Context: an optimization exercise on an open-source flow, tuned for small area and a short achievable clock period. The choices shown serve that exercise and are no tape-out recipe.
Function was checked by simulation only, so behaviour that the tests miss may differ from the original.
Power and IR drop assume default switching activity.

Design array_multiplier, start of the top module:
module array_multiplier (
	input  logic                     clk,
	input  logic                     reset,
	input  logic                     in_valid,
	input  mult_sizes_pkg::operand_t x,
	input  mult_sizes_pkg::operand_t y,
	output logic                     product_valid,
	output mult_sizes_pkg::product_t product
);
Size: about 890 cells after synthesis, about 68 I/O pins, ~11000 sq um of cells after synthesis.
==> flow/config.mk <==
export PLATFORM = sky130hd
export DESIGN_NAME = array_multiplier
export DESIGN_NICKNAME = array_multiplier
export VERILOG_FILES = /design/flow/design.v
export SDC_FILE = /design/flow/constraint.sdc
export NUM_CORES = 4
export LEC_CHECK = 0
export CAP_MARGIN = 20
export CORE_MARGIN = 2
export CORE_UTILIZATION = 55
export PLACE_DENSITY = 0.7
export SETUP_SLACK_MARGIN = 3.74
export SLEW_MARGIN = 20
export SYNTH_HIERARCHICAL = 1
==> flow/constraint.sdc <==
create_clock -name core_clock -period 6.0 [get_ports {clk}]
set_input_delay 1.2000 -clock core_clock [delete_from_list [all_inputs] [get_ports {clk}]]
set_output_delay 1.2000 -clock core_clock [all_outputs]
set_load 0.01 [all_outputs]
standard.sh (not shown) runs the stock make flow with config.mk's settings and CLKGATE_MAP_FILE= SYNTH_SCRIPT=/design/flow/synth_recipe.tcl, a recipe that flattens the netlist after the stock synthesis.
==> flow/flow/run.sh <==
#!/bin/bash
# Layout flow: the standard ORFS flow (standard.sh, unchanged synthesis),
# with smaller port buffers and a clock tree built from clkbuf_8 without
# dummy loads. Each tool's output goes to a log file in this folder.
set -euo pipefail
export BUFFER_PORTS_ARGS="-buffer_cell sky130_fd_sc_hd__buf_1"
export CTS_ARGS="-sink_clustering_enable -repair_clock_nets -sink_clustering_size 12 -sink_clustering_max_diameter 60 -buf_list sky130_fd_sc_hd__clkbuf_8 -dont_use_dummy_load"
bash standard.sh finish > flow_make.log 2>&1
Rerun with:
--- a/flow/config.mk
+++ b/flow/config.mk
@@ -10,5 +10,5 @@
 export CORE_UTILIZATION = 55
 export PLACE_DENSITY = 0.7
-export SETUP_SLACK_MARGIN = 3.74
+export SETUP_SLACK_MARGIN = 3.68
 export SLEW_MARGIN = 20
 export SYNTH_HIERARCHICAL = 1
Result:
- The new run finished with timing, DRC and antenna clean
- area after synthesis does not change
- setup slack degrades by 0.014 ns
- utilization falls by 1.1 points
- hold slack improves by 0.0033 ns
- die area does not change
- power falls by 0.42%
- final cell count falls by 1.5%
- final area falls by 1.8%
- clock-buffer cell count rises by 1
- maximum frequency falls by 0.60%

========
array_multiplier, a different RTL version from the one above (not shown whole).
For scale: about 800 cells after synthesis, ~130 flip-flops, roughly 68 I/O pins, ~0.0090 mm² of cells after synthesis.
==> flow/config.mk <==
export PLATFORM = sky130hd
export DESIGN_NAME = array_multiplier
export DESIGN_NICKNAME = array_multiplier
export VERILOG_FILES = /design/flow/design.v
export SDC_FILE = /design/flow/constraint.sdc
export NUM_CORES = 4
export LEC_CHECK = 0
export CAP_MARGIN = 20
export CORE_MARGIN = 2
export CORE_UTILIZATION = 40
export SETUP_SLACK_MARGIN = 2.95
export SLEW_MARGIN = 20
export SYNTH_HIERARCHICAL = 1
==> flow/constraint.sdc <==
create_clock -name core_clock -period 6.0 [get_ports {clk}]
set_input_delay 1.2000 -clock core_clock [delete_from_list [all_inputs] [get_ports {clk}]]
set_output_delay 1.2000 -clock core_clock [all_outputs]
set_load 0.01 [all_outputs]
==> flow/flow/run.sh <==
#!/bin/bash
# Layout flow: the standard ORFS flow (standard.sh, unchanged synthesis),
# with smaller port buffers and a clock tree built from clkbuf_8 without
# dummy loads. Each tool's output goes to a log file in this folder.
set -euo pipefail
export BUFFER_PORTS_ARGS="-buffer_cell sky130_fd_sc_hd__buf_1"
export CTS_ARGS="-sink_clustering_enable -repair_clock_nets -buf_list sky130_fd_sc_hd__clkbuf_8 -dont_use_dummy_load"
bash standard.sh finish > flow_make.log 2>&1
Edit:
--- a/flow/config.mk
+++ b/flow/config.mk
@@ -9,5 +9,5 @@
 export CORE_MARGIN = 2
 export CORE_UTILIZATION = 40
-export SETUP_SLACK_MARGIN = 2.95
+export SETUP_SLACK_MARGIN = 2.9
 export SLEW_MARGIN = 20
 export SYNTH_HIERARCHICAL = 1
Result:
- The changed run ran to the end with no violations
- power is about the same
- final cell count hardly moves
- cell area shrinks by about 1.8%

========
== before ==
Another version of the RTL of array_multiplier (not shown whole).
Size: ~900 cells after synthesis, ~220 flip-flops, about 68 I/O pins.
clock: 6.0 ns
lec_check: 0
cap_margin: 20
core_margin: 2
core_utilization: 70
place_density: 0.85
setup_slack_margin: 3.7
slew_margin: 20
synth_hierarchical: 1
==> flow/flow/run.sh <==
#!/bin/bash
# Layout flow: the standard ORFS flow (standard.sh, unchanged synthesis),
# with smaller port buffers and a clock tree built from clkbuf_8 without
# dummy loads. Each tool's output goes to a log file in this folder.
set -euo pipefail
export BUFFER_PORTS_ARGS="-buffer_cell sky130_fd_sc_hd__buf_1"
export CTS_ARGS="-sink_clustering_enable -repair_clock_nets -sink_clustering_size 12 -sink_clustering_max_diameter 60 -buf_list sky130_fd_sc_hd__clkbuf_8 -dont_use_dummy_load"
bash standard.sh finish > flow_make.log 2>&1
before | status: complete | timing, DRC, antenna: pass
diff inputs: before => after
Settings: swapping 70 for 55 in CORE_UTILIZATION; swapping 0.85 for 0.7 in PLACE_DENSITY.
==> comparison <==
Summary of after over before: largest driver fanout on the critical path went down; worst setup timing slack at the placement stage has increased. Against before, after reports a wire length on met3 that is higher. after vs before: post-route cell area up.

========
Another version of the RTL of array_multiplier (not shown whole).
Size: about 68 I/O pins, about 9800 um^2 of cells after synthesis.
clock: 6.0 ns
lec_check: 0
cap_margin: 20
core_margin: 2
core_utilization: 40
setup_slack_margin: 2.6
slew_margin: 20
synth_hierarchical: 1
==> flow/flow/run.sh <==
#!/bin/bash
# Layout flow: the standard ORFS flow (standard.sh, unchanged synthesis),
# with smaller port buffers and a clock tree built from clkbuf_8 without
# dummy loads. Each tool's output goes to a log file in this folder.
set -euo pipefail
export BUFFER_PORTS_ARGS="-buffer_cell sky130_fd_sc_hd__buf_1"
export CTS_ARGS="-sink_clustering_enable -repair_clock_nets -buf_list sky130_fd_sc_hd__clkbuf_8 -dont_use_dummy_load"
bash standard.sh finish > flow_make.log 2>&1
The starting point produced a clean layout.
==> next run, changes <==
==> flow/run.sh (new file) <==
#!/bin/bash
# synth_recipe.tcl (not shown) runs the flow's synth.tcl, then flattens the netlist and writes it again
# the make line also repeats each setting of config.mk as NAME=value (left out here)
make -C /OpenROAD-flow-scripts/flow DESIGN_CONFIG=/design/flow/config.mk WORK_HOME=/design/flow/orfs CLKGATE_MAP_FILE= SYNTH_SCRIPT=/design/flow/synth_recipe.tcl finish
Settings changed: SETUP_SLACK_MARGIN 2.6 to 3.0.
removed: flow/flow/run.sh
removed: flow/standard.sh
Effect: Final area rose by roughly a tenth. First-iteration DRC count shrinks by a quarter to a third. Synthesized cell count does not change. Fmax rises by roughly a tenth. Global-route usage went up by 0.19 points. Register-to-register slack improved by 0.22 ns. Routed wire length stays flat. Sequential share of layout area decreases by 2.9 points. Total power rises by about a fifth. Clock skew shrinks by 0.030 ns.
==> next run, changes <==
==> flow/flow/run.sh (new file) <==
#!/bin/bash
# Layout flow: the standard ORFS flow (standard.sh, unchanged synthesis),
# with smaller port buffers and a clock tree built from clkbuf_8 without
# dummy loads. Each tool's output goes to a log file in this folder.
set -euo pipefail
export BUFFER_PORTS_ARGS="-buffer_cell sky130_fd_sc_hd__buf_1"
export CTS_ARGS="-sink_clustering_enable -repair_clock_nets -buf_list sky130_fd_sc_hd__clkbuf_8 -dont_use_dummy_load"
bash standard.sh finish > flow_make.log 2>&1
==> flow/standard.sh (new file) <==
#!/bin/bash
# synth_recipe.tcl (not shown) runs the flow's synth.tcl, then flattens the netlist and writes it again
# the make line also repeats each setting of config.mk as NAME=value (left out here)
make -C /OpenROAD-flow-scripts/flow DESIGN_CONFIG=/design/flow/config.mk WORK_HOME=/design/flow/orfs CLKGATE_MAP_FILE= SYNTH_SCRIPT=/design/flow/synth_recipe.tcl "${@:-finish}"
Settings changed: SETUP_SLACK_MARGIN 3.0 to 2.8.
removed: flow/run.sh
Synthesized cell count stays the same. Via count decreases by 2.1%. Global-route usage goes down by 0.95 points. Sequential share of layout area rises by 2.7 points. Power fell by 17%. Worst setup slack got worse by 0.24 ns. Count of clock-buffer cells in the layout is unchanged. Core utilization falls by 4.5 points.
==> next run, changes <==
Settings changed: SETUP_SLACK_MARGIN 2.8 to 3.0.
Hold slack loses 0.011 ns.
First-iteration DRC count increases by roughly a tenth.
Die area does not change.
Synthesized area does not change.
Clock power increases by a few percent.
Critical path depth increases by 1.
Sequential share of layout area decreases by 2.1 points.
Non-clock buffer count increases by 38.
Maximum frequency increases by a little under a tenth.

-- port drivers added, routing unchanged --
How much do the figures lean on ideal ports? The routed layouts below were timed once more, with nothing changed but the port constraints. Step 1: set_driving_cell puts a clkbuf_16 on clk and a buf_2 on each other input, an assumption about the parent block. Step 2 also shifts input and output timing later by t, the mid clock arrival at the registers, as if the neighbouring blocks saw the same clock. Three values: ideal ports, drivers, drivers and shift; two values: the first two.
| run | t (ns) | setup WS [ns] | worst hold slack (ns) |
|---|---|---|---|
| the first run of note 1 | 0.561 | 3.739 / 3.739 / 3.739 | 0.327 / 0.327 / 0.327 |
| the second run of note 1 | 0.549 | 3.726 / 3.726 / 3.726 | 0.331 / 0.331 / 0.331 |
| the first run of note 2 | 0.475 | 2.929 / 2.903 / 2.428 | 0.325 / 0.325 / 0.325 |
| the second run of note 2 | 0.471 | 2.875 / 2.891 / 2.420 | 0.326 / 0.326 / 0.326 |
| before | 0.560 | 3.722 / 3.711 / 3.722 | 0.312 / 0.312 / 0.312 |
| after | 0.555 | 3.748 / 3.729 / 3.748 | 0.328 / 0.328 / 0.328 |
| the first run of note 4 | 0.489 | 2.653 / 2.673 / 2.184 | 0.297 / 0.297 / 0.297 |
| the second run of note 4 | 0.471 | 3.020 / 3.009 / 2.554 | 0.323 / 0.323 / 0.323 |
| the third run of note 4 | 0.471 | 2.782 / 2.802 / 2.331 | 0.329 / 0.329 / 0.329 |
| the fourth run of note 4 | 0.490 | 2.994 / 2.995 / 2.506 | 0.319 / 0.319 / 0.319 |
After both steps every run listed still meets setup and hold. The setup slack of the first run of note 2, which loses most, moves by -0.026 ns with the drivers and by -0.501 ns with both steps.
